Context: an optimization exercise on an open-source flow, tuned for small area and a short achievable clock period. The choices shown serve that exercise and are no tape-out recipe.
Function was checked by simulation only, so behaviour that the tests miss may differ from the original.
No activity file was given, so power comes from the tool's default toggle rates.

== garnet ==
Design cpu_core, start of the top module:
module cpu_core #(
	parameter int imem_depth = 64  
) (
	input  logic                              clk,
	input  logic                              rst,
	input  logic                              i_stall,
	input  logic                              i_imem_we,
	input  logic [$clog2(imem_depth)-1:0]     i_imem_addr,
	input  logic [cpu_pkg::xlen-1:0]          i_imem_data,
	output logic                              o_wb_valid,
	output logic [cpu_pkg::reg_addr_w-1:0]    o_wb_reg,
	output logic [cpu_pkg::xlen-1:0]          o_wb_data
);
For scale: about 7,100 cells after synthesis, roughly 2,900 flip-flops, roughly 80 I/O pins, roughly 0.12 mm2 of cells after synthesis.
Settings: LEC_CHECK=0, CAP_MARGIN=20, CORE_MARGIN=2, CORE_UTILIZATION=40, SETUP_SLACK_MARGIN=2.0, SLEW_MARGIN=20; clock period 6.0 ns.
run.sh (not shown) runs the stock make flow with config.mk's settings and CLKGATE_MAP_FILE= SYNTH_SCRIPT=/design/flow/synth_recipe.tcl, a recipe that flattens the netlist after the stock synthesis.
Input-level comparison between maple and garnet:
-- flow/config.mk --
<<< garnet, line 9
export CORE_MARGIN = 2
export CORE_UTILIZATION = 40
export SETUP_SLACK_MARGIN = 2.0
export SLEW_MARGIN = 20
>>> maple, line 9
export CORE_MARGIN = 2
export CORE_UTILIZATION = 40
export SLEW_MARGIN = 20
[summary]
maple went all the way through the flow, and no timing, DRC or antenna check failed. garnet finished every stage and its layout cleared the timing, DRC and antenna checks. garnet and maple ended up with roughly the same cell count. On maple: maximum fanout encountered on the critical timing path is 37 lower than what garnet gave. Period utilization delta for maple relative to garnet: 15 points higher. From garnet to maple the numbers moved as follows: hold slack increased by 0.0046 ns relative to the old numbers, signed area change from the synthesized netlist to the final layout decreased by 0.62 points relative to the old numbers, detailed-router iteration count before antenna repair increased by 1 relative to the old numbers. Synthesized net count: maple vs garnet, no meaningful difference.

* * *

north:
Another version of the RTL of cpu_core (not shown whole).
For scale: roughly 6,800 cells after synthesis, ~2,900 flip-flops, ~80 I/O pins, ~110,000 um2 of cells after synthesis.
Design cpu_core, start of the top module:
module cpu_core #(
	parameter int imem_depth = 64  
) (
	input  logic                              clk,
	input  logic                              rst,
	input  logic                              i_stall,
	input  logic                              i_imem_we,
	input  logic [$clog2(imem_depth)-1:0]     i_imem_addr,
	input  logic [cpu_pkg::xlen-1:0]          i_imem_data,
	output logic                              o_wb_valid,
	output logic [cpu_pkg::reg_addr_w-1:0]    o_wb_reg,
	output logic [cpu_pkg::xlen-1:0]          o_wb_data
);
	logic [cpu_pkg::fw-1:0] f_instr;
	logic [5:0]             f_pc_next;
	logic                   f_valid;
	logic [31:0]            d_p, d_g;
	logic                   d_cin;
	logic [4:0]             d_sel;
	logic [5:0]             d_t;
	logic                   d_wr, d_br;
	logic                   x_taken;
	logic [5:0]             x_target;
	logic                   x_rf_we;
	logic [31:1]            d_wsel;
	logic [31:0]            x_rf_wdata;
	fetch_stage fetch_stage_inst (
		.clk             (clk),
		.rst             (rst),
		.i_stall         (i_stall),
		.i_branch_taken  (x_taken),
		.i_branch_target (x_target),
		.i_imem_we       (i_imem_we),
		.i_imem_addr     (i_imem_addr),
  ...
clock: 6.0 ns
lec_check: 0
cap_margin: 20
core_margin: 2
core_utilization: 40
setup_slack_margin: 3.0
slew_margin: 20
tns_end_percent: 5
north: no failed stages, no open violations at the end
Edits applied to the flow inputs when going from north to south:
- swapping 3.0 for 3.5 in SETUP_SLACK_MARGIN
Notes after the runs:
- Comparing north with south, the met3 track utilization from global routing came out essentially unchanged.
- Looking only at number of buffers other than clock buffers in the final layout, and setting everything else aside, the higher value of south and north goes to south.
- Any difference in number of tap cells inserted between north and south is small enough to ignore.
- south ended up with a higher top achievable clock speed than north did.
- south — arrival time of the worst setup path 0.43 ns lower, north as reference
- Compared with north, south shows a higher number of buffers created by CTS.
- Total detailed-routing wirelength: south vs north up about 0.36%
For east, these inputs were changed with respect to south:
- SETUP_SLACK_MARGIN now 4.0, was 3.5
Findings:
- east completed; timing, DRC and antenna clean
- Design area deteriorates in east relative to south.
- Relative to south, the net switching power figure of east is higher by 270 uW.
- Critical path depth sits higher in east than in south.
- Going from south to east, internal power of the cells shows an increase of 2.6%; total power after layout shows an increase of 1.2 mW.
- Worst-case headroom to the max-slew limit (east over south): increase, 0.63 points
- Compared with south, east degrades standby leakage power.
- Of south and east, the run reporting the lower maximum frequency was south.
- For area of placed instances, east and south come out practically identical.

-- afterwards: timing with drivers on the ports --
In the flow no input, the clock included, has a driving cell. The finished layouts below were timed again as built, in two steps.
Step 1, drivers: a clkbuf_16 drives clk and a buf_2 each remaining input, both assumed.
Step 2 also shifts input and output timing later by t, the mid clock arrival at the registers, as if the neighbouring blocks saw the same clock.
Slacks: ideal / step 1 / step 2; pairs: ideal / step 1.
run | shift t [ns] | setup slack, ns | worst setup path after step 2 | cell pins on the clock port's net
garnet | 0.955 | 1.938 / 1.938 / 1.287 | input to register | 1
maple | 0.965 | 1.032 / 1.032 / 1.032 | register to register | 1
north | 0.970 | 2.243 / 2.287 / 1.326 | input to register | 1
south | 0.981 | 2.629 / 2.666 / 1.686 | input to register | 1
east | 0.989 | 2.670 / 2.670 / 1.975 | input to register | 1
After both steps setup and hold are still met in every run listed. For south, which loses most, drivers alone change the setup slack by +0.037 ns; drivers and shift together by -0.943 ns.
